Context: an optimization exercise on an open-source flow, tuned for small area, a short achievable clock period and few clock cycles. The choices shown serve that exercise and are no tape-out recipe. Function was not checked in any run shown here: the RTL went through the layout flow alone.

## flow/design.v (module list and top-level ports; edited modules follow where they fit)
// module conv_mac: 3740 lines
// module conv_fa: 4 lines
// module conv_ha: 4 lines
// module conv2d_stream: 317 lines
module conv2d_stream
#(
    parameter int DW     = conv_pkg::DEF_DW,
    parameter int MAXDIM = conv_pkg::DEF_MAXDIM,
    parameter int MAXK   = conv_pkg::DEF_MAXK,
    parameter int DIMW   = $clog2(MAXDIM),
    parameter int KW     = $clog2(MAXK),
    parameter int AW     = 2*DW + 2*KW
) (
    input  logic            clk,
    input  logic            rstN,
    input  logic            start,
    input  logic [DIMW-1:0] inRow,
    input  logic [DIMW-1:0] inCol,
    input  logic [KW-1:0]   kerRow,
    input  logic [KW-1:0]   kerCol,
    input  logic            stride,
    input  logic [DW-1:0]   inData,
    input  logic            inValid,
    output logic            inReady,
    output logic [AW-1:0]   outMatrix,
    output logic            outValid,
    input  logic            outReady,
    output logic            busy,
    output logic            done,
    output logic            err
);
  // ...
==> flow/run.sh <==
#!/bin/bash
# synth_recipe.tcl (not shown) runs the flow's synth.tcl, then flattens the netlist and writes it again
# the make line also repeats each setting of config.mk as NAME=value (left out here)
make -C /OpenROAD-flow-scripts/flow DESIGN_CONFIG=/design/flow/config.mk WORK_HOME=/design/flow/orfs CLKGATE_MAP_FILE= SYNTH_SCRIPT=/design/flow/synth_recipe.tcl finish
==> flow/config.mk <==
export PLATFORM = sky130hd
export DESIGN_NAME = conv2d_stream
export DESIGN_NICKNAME = conv2d_stream
export VERILOG_FILES = /design/flow/design.v
export SDC_FILE = /design/flow/constraint.sdc
export NUM_CORES = 4
export LEC_CHECK = 0
export CAP_MARGIN = 20
export CORE_MARGIN = 2
export CORE_UTILIZATION = 40
export SLEW_MARGIN = 20
export SYNTH_HIERARCHICAL = 1
export SYNTH_MINIMUM_KEEP_SIZE = 0
==> flow/constraint.sdc <==
create_clock -name core_clock -period 11.0 [get_ports {clk}]
set_input_delay 2.2000 -clock core_clock [delete_from_list [all_inputs] [get_ports {clk}]]
set_output_delay 2.2000 -clock core_clock [all_outputs]
set_load 0.01 [all_outputs]
==> run notes, run 1 <==
Run status: complete, no violations
Clock Latency Late Sink: 870 ps
Hold Violations, Final: 0
Seq cells post-synth: 2,805
CP max-delay cell: dfrtp_1
Top cells by area, synth: edfxtp_1 (66%), fa_1 (16%), and2_1 (5.3%)
Routed vias: 53,259
Post-synth top area share: 66.5%
Worst path bufs/invs: 1
Multi-input comb cells: 3,012
Post-Syn Area: 0.122 sq mm
Hold-fix buffers at CTS: 0
Clock buffer count: 397
Layout cells sized above 1: 12.8%
TritonCTS clock tree: built
Worst Hold Class: reg2reg
Inverters: 40
Crit-path cells: clkdlybuf4s50_1
CTS root buffer: clkbuf_16
Headroom to the max-slew limit: 18.7%
Pre-CTS WS: 6540 ps
Met2 WL: 129,000 microns
Count leader, synth: edfxtp_1
CP Class: reg2out
First-pass GRT wire length: 396,000 microns
Synth Area in XOR/XNOR: 0.301%
WHS Path Cells: 0
Worst-path fanout max: 14
Die Ht: 557 microns
Antenna fix cells: 13
Biggest register: arr
FF+latch count: 2,805
Routed Antenna Nets: 0
Synth warn: 16
Worst setup endpoint: busy
Critical path endpoint category: primary output
Clock tree buffer depth: 4
Hold endpoint: arr[177][5]
DP Area: 0.128 sq mm
Hpwl dp: 204,000 microns
==> inputs of run 2 (changes only) <==
==> flow/flow/run.sh (new file) <==
#!/bin/bash
# Own layout flow: the standard synthesis unchanged, then the standard
# ORFS layout with plain buffers on the ports (instead of delay cells) and a
# larger setup margin for the resizer's timing repair. Each call's full
# output goes to its own log in this folder; ORFS keeps per-step logs under
# orfs/logs.
set -euo pipefail
bash standard.sh synth > synth.log 2>&1
bash standard.sh \
    BUFFER_PORTS_ARGS="-buffer_cell sky130_fd_sc_hd__buf_4" \
    SETUP_SLACK_MARGIN=7 \
    finish > layout.log 2>&1
==> flow/standard.sh (new file) <==
#!/bin/bash
# synth_recipe.tcl (not shown) runs the flow's synth.tcl, then flattens the netlist and writes it again
# the make line also repeats each setting of config.mk as NAME=value (left out here)
make -C /OpenROAD-flow-scripts/flow DESIGN_CONFIG=/design/flow/config.mk WORK_HOME=/design/flow/orfs CLKGATE_MAP_FILE= SYNTH_SCRIPT=/design/flow/synth_recipe.tcl "${@:-finish}"
removed: flow/run.sh
==> run 2 against run 1 <==
Register-to-register slack gained 60 ps. Clock skew grew 11 ps. Flip-flop and latch count is the same. Routed wire length grew 0.21%. Maximum frequency grew 12%. First-iteration DRC count shrank 4.2%. Area after synthesis is the same. Global-route usage is essentially flat. Synthesized cell count is the same. Critical path type is now reg2reg. Critical endpoint is now u_mac.r1634.
==> run notes, run 2 <==
Run status: complete, no violations
Core area: 0.305 sq mm
Worst Setup Start Kind: flip-flop
Synth area leader: edfxtp_1
GRT overflow: 0
H-Tree Depth: 5
Routed vias: 53,395 (+0.26%)
Layout area overhead: 12.4%
RR Startpoint: tap_q[7][2]
Vias in the first global route: 56,446
Critical path's most frequent cell: fa_1
Worst-path clk slew: 60 ps
Hold-fix buffers at CTS: 0 (unchanged)
Count leader, synth: edfxtp_1
Number of max-cap violations: 0
CP Class: reg2reg
Synth Area in XOR/XNOR: 0.301% (unchanged)
Period utilization: 35.5%
Hold path startpoint: arr[86][2]
TritonCTS clock tree: built
Die Wd: 557 microns
DRC Markers: 0
Worst setup endpoint: u_mac.r1634
Compound-Gate Fraction of Synth Area: 0.917%
Setup TNS: 0 ps
Synth Area in Adders: 16.9%
Synth cell types: 71
Routability Congestion: 0.925
Synth warn: 16 (unchanged)
Fin util: 45.1%
Biggest register: arr
Biggest regs: arr x2048, ker x128, tap_q x128
Most common cell after layout, fill and taps aside: edfxtp_1
Post-synth top area share: 66.5% (unchanged)
Reg2Reg Setup Slack: 7090 ps
Final hold slack: 354 ps
Main synth FF type: edfxtp_1
Largest family of logic cells by synthesized area: adder cells
Layout Nets: 7,335
Mux cell area share after synthesis: 6.45%
Pin count of the biggest net entering global routing: 230
RSZ-0062 raised after global routing: true
Headroom to the max-slew limit: 24.5% (+5.8 points)
Required @ worst endpoint: 11,570 ps
Initial antenna violation count: 18
Number of flip-flops in the largest register: 2,048
GRT Overall Usage: 17.8%
Syn Area/Cell: 20.5 sq um
Post-Syn Area: 0.122 sq mm (unchanged)
Crit-path cells: and2_1, fa_1, fa_1, fa_1, fa_1, fa_1
Wire per inst: 25.7 microns
Routed Antenna Nets: 0 (unchanged)
First-pass GRT wire length: 396,000 microns (about the same)
Worst path max stage delay: 660 ps
CTS sink cnt: 2,805
Sequential share of the synthesized area: 68.4%
DIE AREA: 0.310 sq mm
Initial Util: 40.1%
Layout Skew: 92.9 ps
# setup viols final: 0
Initial DRC count: 5,206
Clock Latency Late Sink: 910 ps (+40 ps)
Post-Synth Simple-Gate Area: 6.39%
IO Pins: 51
Worst r2r path cells: 6
Drt total wl: 272,000 microns
Worst-path fanout max: 8 (-6)
Critical path arrival: 4480 ps
Crit path launch: tap_q[7][2]
Hold Violations, Final: 0 (unchanged)
TritonCTS buffer count: 292
Fraction of registers with async set/reset: 2.92%
Net count after synthesis: 7,058
Final Critical Period: 3910 ps
Clock tree buffer depth: 4 (unchanged)
Most frequent cells in the layout: edfxtp_1 (2,707), and2_1 (1,042), fa_1 (990), clkbuf_16 (297), mux4_2 (280)
Mapped Cells: 5,974
# port buffers: 50
R2R Path End: u_mac.r1634
Final count of pins violating max slew: 0
Post-synth EDFFs: 2,707
Critical path endpoint category: flip-flop
Commonest cells in the netlist: edfxtp_1 (2,707), and2_1 (1,042), fa_1 (990)
DP Area: 0.128 sq mm (-0.12%)
Hpwl dp: 204,000 microns (+0.14%)
Final Cell Area: 0.137 sq mm
Top cells by area, synth: edfxtp_1 (66%), fa_1 (16%), and2_1 (5.3%)
Cell Rows: 203
Die Ht: 557 microns (unchanged)
Fmax achieved: 256 MHz
CTS root buffer: clkbuf_16
WHS Path Cells: 0 (unchanged)
Worst Hold Class: reg2reg
Layout cells sized above 1: 13.6% (+0.79 points)
Worst Tran Pin Value: 1130 ps
DR pass1 iterations: 6
Seq cells post-synth: 2,805 (unchanged)
CP max-delay cell: edfxtp_1
Avg Vias per Cell: 5.04
-- run 2: worst max-delay path, delay by kind of cell, from the launching register on --
kind / cells / cell delay (ps)
adder cells (fa/ha/maj): 5 / 2640
flip-flops: 1 / 660
AND/OR/NAND/NOR: 1 / 300
-- run 2: modules after synthesis, one instance, submodules excluded --
module / copies in the design / cells inside
conv_mac: 1 / 1532
conv_fa: 986 / 1
conv_ha: 22 / 1
conv2d_stream: 1 / 3434
-- run 2: what timing repair did --
| action | CTS | global route |
|---|---|---|
| setup endpoints to repair | 962 | 533 |
| gates resized for setup | 11 | 8 |
| setup buffers | 0 | 0 |
| cloned | 1 | 2 |
-- run 2: cell type report --
class                   instances  area [sq um]
flip-flops and latches       2805         83700
well taps                    4100          5130
inverters                      40           158
clock inverters               171          1820
fillers                     25656        168000
diodes                         10          25.0
multi-input cells            3012         37900
repair buffers                100          1050
clock buffers                 363          7730
-- run 2: cells by family after synthesis --
family | count (synthesis)
AO/OA/AOI/OAI | 182
XOR/XNOR | 42
adder cells (fa/ha/maj) | 1058
buffers and inverters | 157
flip-flops | 2805
multiplexers | 431
AND/OR/NAND/NOR | 1299
-- run 2: how the worst min path moves through the flow --
stage	endpoint
detailed placement	arr[102][7]
CTS	arr[198][2]
global placement	arr[203][3]
floorplan	arr[100][0]
finish	arr[70][2]
global route	arr[195][0]
-- run 2: stage by stage --
stage | worst slack (ps) | std cells
floorplan | -21200 | 5974
global placement | 6750 | 10053
detailed placement | 6650 | 10053
CTS | 6900 | 10588
global route | 6810 | 10592
finish | 7090 | 10601
-- run 2: routing by layer --
layer / up-vias / wire, microns / GRT usage [%]
met1: 28435 / 114000 / 24.2
li1: 22870 / - / -
met4: 4 / 12900 / 7.61
met5: - / 23 / 0.0617
met2: 1635 / 130000 / 28.4
met3: 451 / 15900 / 2.84

-- re-timing with driven ports --
No port has a modelled driver above. Below, the same layouts with a new extraction and two added sets of constraints.
Step 1 assumes that a clkbuf_16 drives the clock port and a buf_2 every other input.
Step 2 also shifts input and output timing later by t, the mid clock arrival at the registers, as if the neighbouring blocks saw the same clock.
a / b / c = no drivers / after step 1 / after step 2; a / b = the first two.
| run | t, ns | setup WS [ns] | worst slew at a driven data input, ns |
|---|---|---|---|
| run 1 | 0.933 | 6.631 / 6.533 / 6.711 | 0.10 |
| run 2 | 0.964 | 7.091 / 7.091 / 6.966 | 0.05 |
After both steps every run listed still meets setup and hold. The setup slack of run 2, which loses most, moves by 0.000 ns with the drivers and by -0.125 ns with both steps.
